This design comes from an exercise in tuning for small area and few clock cycles per item on the open sky130 flow, not from production work. Only simulation tests tie the RTL to the original design; equivalence was not proved.

<file path="design/flow/design.v">
`default_nettype none
package bc_pkg;
	localparam int BC_MAX_DIM = 4096;
	localparam int BC_CFG_W   = 13;
	localparam int BC_ADDR_W  = 3;
	localparam logic [1:0] MODE_DXT1 = 2'd0;
	localparam logic [1:0] MODE_DXT3 = 2'd1;
endpackage
`default_nettype wire
`default_nettype none
module bc_lane
(
	input  wire logic [1:0]       mode,
	input  wire logic [2:0][7:0]  e0,
	input  wire logic [2:0][7:0]  e1,
	input  wire logic [2:0][7:0]  c2,
	input  wire logic [2:0][7:0]  c3,
	input  wire logic             transp,
	input  wire logic             agt,
	input  wire logic [7:0]       abase,
	input  wire logic [5:0]       aq,
	input  wire logic [2:0]       ar,
	input  wire logic [1:0]       sel,
	input  wire logic [3:0]       nib,
	input  wire logic [2:0]       aidx,
	output logic      [31:0]      texel
);
	logic [2:0]  u;
	logic [2:0]  frac;
	logic [5:0]  ur;
	logic [8:0]  uq;
	logic [7:0]  a3, alpha;
	logic [23:0] color;
	always_comb begin
		if (agt) begin
			case (aidx)
				3'd0:    u = 3'd7;
				3'd1:    u = 3'd0;
				default: u = 3'd0 - aidx;
			endcase
		end else begin
			case (aidx)
				3'd0:    u = 3'd0;
				3'd1:    u = 3'd5;
				default: u = aidx - 3'd1;
			endcase
		end
		ur   = 6'(u) * 6'(ar);
		frac = agt ? 3'(ur / 6'd7) : 3'(ur / 6'd5);
		uq   = 9'(u) * 9'(aq);
		a3   = abase + 8'(uq) + 8'(frac);
		if (!agt && aidx == 3'd6) begin
			a3 = 8'h00;
		end else if (!agt && aidx == 3'd7) begin
			a3 = 8'hFF;
		end
		case (mode)
			2'd0:    alpha = (transp && sel == 2'd3) ? 8'h00 : 8'hFF;
			2'd1:    alpha = {nib, nib};
			default: alpha = a3;
		endcase
		case (sel)
			2'd0:    color = {e0[2], e0[1], e0[0]};
			2'd1:    color = {e1[2], e1[1], e1[0]};
			2'd2:    color = {c2[2], c2[1], c2[0]};
			default: color = {c3[2], c3[1], c3[0]};
		endcase
		texel = {alpha, color};
	end
endmodule
`default_nettype wire
`default_nettype none
module bc_palette
(
	input  wire logic [1:0]       mode,
	input  wire logic [15:0]      alpha_ends,
	input  wire logic [31:0]      color_ends,
	output logic      [2:0][7:0]  e0,
	output logic      [2:0][7:0]  e1,
	output logic      [2:0][7:0]  c2,
	output logic      [2:0][7:0]  c3,
	output logic                  transp,
	output logic                  agt,
	output logic      [7:0]       abase,
	output logic      [5:0]       aq,
	output logic      [2:0]       ar
);
	logic       interp3;
	logic [7:0] a0, a1, ad;
	always_comb begin
		e0[0] = {color_ends[15:11], color_ends[15:13]};
		e0[1] = {color_ends[10:5],  color_ends[10:9]};
		e0[2] = {color_ends[4:0],   color_ends[4:2]};
		e1[0] = {color_ends[31:27], color_ends[31:29]};
		e1[1] = {color_ends[26:21], color_ends[26:25]};
		e1[2] = {color_ends[20:16], color_ends[20:18]};
		interp3 = (mode != 2'd0) || (color_ends[15:0] > color_ends[31:16]);
		transp  = !interp3;
		for (int ch = 0; ch < 3; ch++) begin
			logic       le;
			logic [7:0] base, d, d3, d23, off2;
			le   = e0[ch] <= e1[ch];
			base = le ? e0[ch] : e1[ch];
			d    = le ? (e1[ch] - e0[ch]) : (e0[ch] - e1[ch]);
			d3   = 8'((16'(d) * 16'd171) >> 9);
			d23  = 8'((18'({d, 1'b0}) * 18'd171) >> 9);
			off2 = interp3 ? (le ? d3 : d23) : {1'b0, d[7:1]};
			c2[ch] = base + off2;
			c3[ch] = interp3 ? (base + (le ? d23 : d3)) : 8'h00;
		end
		a0    = alpha_ends[7:0];
		a1    = alpha_ends[15:8];
		agt   = a0 > a1;
		abase = agt ? a1 : a0;
		ad    = agt ? (a0 - a1) : (a1 - a0);
		if (agt) begin
			aq = 6'((16'(ad) * 16'd73 + 16'd36) >> 9);
			ar = 3'(ad - 8'(aq) * 8'd7);
		end else begin
			aq = 6'((16'(ad) * 16'd205) >> 10);
			ar = 3'(ad - 8'(aq) * 8'd5);
		end
	end
endmodule
`default_nettype wire
`default_nettype none
import bc_pkg::*;
module bc1_bc2_bc3_block_decoder
#(
	parameter int MAX_DIM = bc_pkg::BC_MAX_DIM
) (
	input  wire logic                 clk,
	input  wire logic                 arst_n,
	input  wire logic                 blk_valid,
	output logic                      blk_stall,
	input  wire logic [149:0]         blk_data,
	output logic                      row_valid,
	input  wire logic                 row_stall,
	output logic      [156:0]         row_data,
	input  wire logic                 psel,
	input  wire logic                 penable,
	input  wire logic                 pwrite,
	input  wire logic [bc_pkg::BC_ADDR_W-1:0] paddr,
	input  wire logic [31:0]          pwdata,
	output logic      [31:0]          prdata,
	output logic                      pready
);
	logic [BC_CFG_W-1:0] width_q, height_q;
	logic        busy_q;
	logic [1:0]  row_cnt_q;
	logic        last, take, accept;
	logic [1:0]  mode_q;
	logic [9:0]  col_q, brow_q;
	logic [63:0] aw_q, cw_q;
	logic [2:0][7:0] e0, e1, c2, c3;
	logic            transp, agt;
	logic [7:0]      abase;
	logic [5:0]      aq;
	logic [2:0]      ar;
	logic [7:0]       cidx_row;
	logic [15:0]      nib_row;
	logic [11:0]      aidx_row;
	logic [3:0][31:0] texel;
	logic [3:0]       mask;
	logic [11:0]      py;
	logic [10:0]      wq;
	logic [1:0]       wr;
	logic             col_lt, col_eq, y_in;
	always_ff @(posedge clk or negedge arst_n) begin
		if (!arst_n) begin
			width_q  <= BC_CFG_W'(4);
			height_q <= BC_CFG_W'(4);
		end else if (psel && penable && pwrite) begin
			if (paddr[2]) begin
				height_q <= pwdata[BC_CFG_W-1:0];
			end else begin
				width_q  <= pwdata[BC_CFG_W-1:0];
			end
		end
	end
	assign pready = 1'b1;
	assign prdata = paddr[2] ? 32'(height_q) : 32'(width_q);
	assign last      = (row_cnt_q == 2'd3);
	assign take      = busy_q && !row_stall;
	assign blk_stall = busy_q && !(take && last);
	assign accept    = blk_valid && !blk_stall;
	always_ff @(posedge clk or negedge arst_n) begin
		if (!arst_n) begin
			busy_q    <= 1'b0;
			row_cnt_q <= 2'd0;
		end else begin
			busy_q <= accept || (busy_q && !(take && last));
			if (take) begin
				row_cnt_q <= row_cnt_q + 2'd1;
			end
		end
	end
	always_ff @(posedge clk) begin
		if (accept) begin
			mode_q <= blk_data[149:148];
			col_q  <= blk_data[147:138];
			brow_q <= blk_data[137:128];
			aw_q   <= blk_data[127:64];
			cw_q   <= blk_data[63:0];
		end
	end
	bc_palette u_palette (
		.mode       (mode_q),
		.alpha_ends (aw_q[15:0]),
		.color_ends (cw_q[31:0]),
		.e0         (e0),
		.e1         (e1),
		.c2         (c2),
		.c3         (c3),
		.transp     (transp),
		.agt        (agt),
		.abase      (abase),
		.aq         (aq),
		.ar         (ar)
	);
	assign cidx_row = cw_q[32 + 8 * row_cnt_q +: 8];
	assign nib_row  = aw_q[16 * row_cnt_q +: 16];
	assign aidx_row = aw_q[16 + 12 * row_cnt_q +: 12];
	for (genvar k = 0; k < 4; k++) begin : g_lane
		bc_lane u_lane (
			.mode   (mode_q),
			.e0     (e0),
			.e1     (e1),
			.c2     (c2),
			.c3     (c3),
			.transp (transp),
			.agt    (agt),
			.abase  (abase),
			.aq     (aq),
			.ar     (ar),
			.sel    (cidx_row[2*k +: 2]),
			.nib    (nib_row[4*k +: 4]),
			.aidx   (aidx_row[3*k +: 3]),
			.texel  (texel[k])
		);
	end
	always_comb begin
		py = {brow_q, row_cnt_q};
		if (width_q >= BC_CFG_W'(MAX_DIM)) begin
			wq = 11'(MAX_DIM / 4);
			wr = 2'd0;
		end else begin
			wq = {1'b0, width_q[11:2]};
			wr = width_q[1:0];
		end
		col_lt = {1'b0, col_q} < wq;
		col_eq = {1'b0, col_q} == wq;
		for (int k = 0; k < 4; k++) begin
			mask[k] = col_lt || (col_eq && (2'(k) < wr));
		end
		y_in = (height_q >= BC_CFG_W'(MAX_DIM)) || ({1'b0, py} < height_q);
		mask = y_in ? mask : 4'b0000;
	end
	assign row_valid = busy_q;
	assign row_data  = {col_q, 2'b00, py, texel[0], texel[1], texel[2], texel[3], mask, last};
endmodule
`default_nettype wire
</file>
<file path="design/flow/run.sh">
#!/bin/bash
# synth_recipe.tcl (not shown) runs the flow's synth.tcl, then flattens the netlist and writes it again
# the make line also repeats each setting of config.mk as NAME=value (left out here)
make -C /OpenROAD-flow-scripts/flow DESIGN_CONFIG=/design/flow/config.mk WORK_HOME=/design/flow/orfs CLKGATE_MAP_FILE= SYNTH_SCRIPT=/design/flow/synth_recipe.tcl finish
</file>
<file path="design/flow/config.mk">
export PLATFORM = sky130hd
export DESIGN_NAME = bc1_bc2_bc3_block_decoder
export DESIGN_NICKNAME = bc1_bc2_bc3_block_decoder
export VERILOG_FILES = /design/flow/design.v
export SDC_FILE = /design/flow/constraint.sdc
export NUM_CORES = 4
export LEC_CHECK = 0
export ABC_AREA = 1
export CAP_MARGIN = 20
export CORE_MARGIN = 2
export CORE_UTILIZATION = 40
export SLEW_MARGIN = 20
</file>
<file path="design/flow/constraint.sdc">
create_clock -name core_clock -period 7.0 [get_ports {clk}]
set_input_delay 1.4000 -clock core_clock [delete_from_list [all_inputs] [get_ports {clk}]]
set_output_delay 1.4000 -clock core_clock [all_outputs]
set_load 0.01 [all_outputs]
</file>
==> impl_results.md <==
- Post-route setup TNS: -389880 ps
- Nets: 5411
- ANT cells: 0
- Total length of routed wires: 102000 um
- RSZ-0062 raised after global routing: yes
- Fmax: 0.0675 GHz
- DIE AREA: 68100 um^2
- Max stage delay on crit path: 590 ps
- Final Cell Area: 42700 um^2
- Fraction of layout cells with a size suffix above 1: 43.0%
- Initial antenna violation count: 2
- Worst r2r path cells: 8
- Ys flop type: edfxtp_1
- Slew Limit Headroom: 27.3%
- Initial DRC Count: 1842
- Starting Density: 40.3%
- Detail Route Antenna Nets: 0
- CTS H-tree depth: 4
- Worst-path clk slew: 80 ps
- Maxcap violations: 0
- SO Viols: setup timing
- Most common cell after layout, fill and taps aside: buf_4
- Via-per-instance ratio: 5.15
- Synthesized area per cell: 7.68 um^2
- CP max stage cell: fa_1
- Max Root-Sink Buffers: 2
- Pre-CTS WS: -8030 ps
- P&R area growth vs syn: 61.4%
- Yosys warnings: 3
- Hold Path Class: reg -> reg
- First-pass GRT wire length: 153000 um
- Top cell by count, worst path: inv_2
- Crit path from: aw_q[0]
- Initial DRT Pass Iterations: 13
- Distinct cells, synth: 78
- RD Place Congestion: 0.944
- Most frequent cells in the layout: buf_4, nand2_1, inv_1, ha_1, clkdlybuf4s50_1
- Cell count after synthesis: 3442
- Hpwl dp: 78700 um
- Ys async rst share: 16.2%
- Final setup vio count: 128
- Clk sinks: 179
- Worst-Margin Slew: 1090 ps
- Post-synth EDFFs: 150
- Worst clock skew: 18.8 ps
- Die span in x: 261 um
- Capture point of the critical path: row_data[132]
- Dpl cell area: 37400 um^2
- Via count: 28500
- Fin Hold WS: 491 ps
- # fillers: 5415
- Die Span Y: 261 um
- Critical Path RT: 5600 ps
- Vias in the first global route: 28400
- CTS tree: done
- Max-slew violation count: 0
- Core Area: 65600 um^2
- WS Path Type: reg -> out
- Clock root cell: clkbuf_16
- Setup ws final: -7810 ps
- Flop and latch count out of synthesis: 179
- Tmin final: 14810 ps
- Largest net degree at the start of global routing: 151
- Remaining Overflow, GRT: 0
- RR Endpoint: cw_q[17]
- Skew-Pair Late Insertion Delay: 490 ps
- Row count: 94
- WL per Instance: 18.4 um
- CP Launch Type: flop
- Top Ports: 384
- CTS buffer count: 17
- Final period util: 212%
- Critical R2R Launch: row_cnt_q[0]
- Sequential area share after synthesis: 19.8%
- Hold buffers post-CTS: 0
- Final hold vios: 0
- CP Data Arrival Time: 13410 ps
- Slack of the worst reg-to-reg path: 4620 ps
- DRC Markers: 0
- GRT Total Usage: 28.9%
- Outcome: finished with violations
- CP Capture Type: output pin
- Mapped cell area: 26400 um^2
- I/O Buffers: 340
- Worst-path fanout max: 4
-- kinds of logic (layout without fill, tap and decap cells) --
logic type	after synthesis	in the layout	synth area share [%]
other	2	22	0.0284
xor gates and xnor gates	110	110	3.70
and+or+nand+nor	1195	1195	20.0
buffers and inverters	733	1948	11.0
muxes	6	6	0.227
DFF	179	179	19.8
AOI/OAI and AO/OA	662	662	15.4
adders and majority gates	555	555	29.8
-- routing by layer --
| layer | global-route usage (%) | share of wire, % | vias up |
|---|---|---|---|
| li1 | - | - | 13800 |
| met1 | 36.9 | 42 | 13500 |
| met2 | 49.8 | 48 | 992 |
| met3 | 4.75 | 6.4 | 233 |
| met4 | 9.20 | 3.4 | 2 |
| met5 | 0 | 0.012 | - |
-- cell type report --
type                    count  area [um^2]  area share, %
multi-input cells        2550        22700           53.3
repair buffers           1284        10600           24.9
flip-flops and latches    179         5230           12.3
inverters                 632         2410           5.65
well taps                 864         1080           2.53
clock buffers              21          483           1.13
clock inverters            11         95.1          0.223
-- worst max-delay path, delay by kind of cell, from the launching register on --
| kind | cells | cell delay [ps] |
|---|---|---|
| compound gates | 10 | 1450 |
| fa+ha+maj | 20 | 6020 |
| buf+inv | 17 | 1170 |
| flops | 1 | 390 |
| xor+xnor | 8 | 1400 |
| mux | 1 | 250 |
| simple gates | 29 | 2230 |
-- Yosys cell counts, drive strengths merged (15+ instances only) --
library cell | number | area [um^2]
nand2 | 744 | 2990
inv | 620 | 2330
ha | 430 | 5380
o21ai | 237 | 1230
nor2 | 213 | 825
a21oi | 201 | 1040
nand3 | 152 | 906
edfxtp | 150 | 4500
fa | 125 | 2500
xor2 | 81 | 724
buf | 51 | 353
clkbuf | 50 | 188
o22ai | 45 | 322
xnor2 | 29 | 254
nand4 | 28 | 188
dfrtp | 27 | 676
o2111ai | 26 | 228
or2 | 23 | 144
a221oi | 20 | 175
o211ai | 20 | 155
a31oi | 15 | 93.8
-- worst min path at each step --
stage                       from            to  slack [ps]  cells past startpoint
floorplan           height_q[10]  height_q[10]         450                      2
global placement     height_q[4]   height_q[4]         470                      2
detailed placement   height_q[6]   height_q[6]         480                      2
CTS                  height_q[6]   height_q[6]         500                      2
global route          width_q[2]    width_q[2]         520                      2
finish               height_q[5]   height_q[5]         490                      2
-- timing repair --
action / 4_1_cts / 5_1_grt
setup buffers: 167 / 75
pin swaps: 313 / 279
setup endpoints to repair: 128 / 128
resized for setup: 946 / 386
-- through the flow --
stage	util, %	std cells
2_1_floorplan	-	3462
3_3_place_gp	57.0	5299
3_5_place_dp	57.0	5299
4_1_cts	61.8	5487
5_1_grt	65.0	5541
6_report	65.0	5541
-- sequential cells by signal (all words and copies together) (netlist names) --
register and count:
aw_q 64, cw_q 64, height_q 13, width_q 13, brow_q 10, col_q 10
mode_q 2, row_cnt_q 2, busy_q 1
Testbench counts, summed over its fixed seeds: cycles 8,200, items 8,192.

port drivers added, routing unchanged:
The flow's constraints put no driver on any port. The routed layout listed below was extracted and timed again, unchanged, in two steps. Step 1 sets driving cells, clkbuf_16 on the clock port and buf_2 on the other inputs (assumed; they add their load-dependent delay and slew). Step 2 times the ports against the registers' clock, not the clock port: input delays grow and output delays shrink by t, the midpoint of the rising clock arrivals with the driver on. Slacks: ideal / step 1 / step 2; pairs: ideal / step 1.
shift t [ns]: 0.542
setup WS [ns]: -7.810 / -7.875 / -7.334
worst setup path at the end: register to output
worst register clock-pin slew, ns: 0.09 / 0.09
The setup slack of this run moves by -0.065 ns with the drivers and by +0.476 ns with both steps.
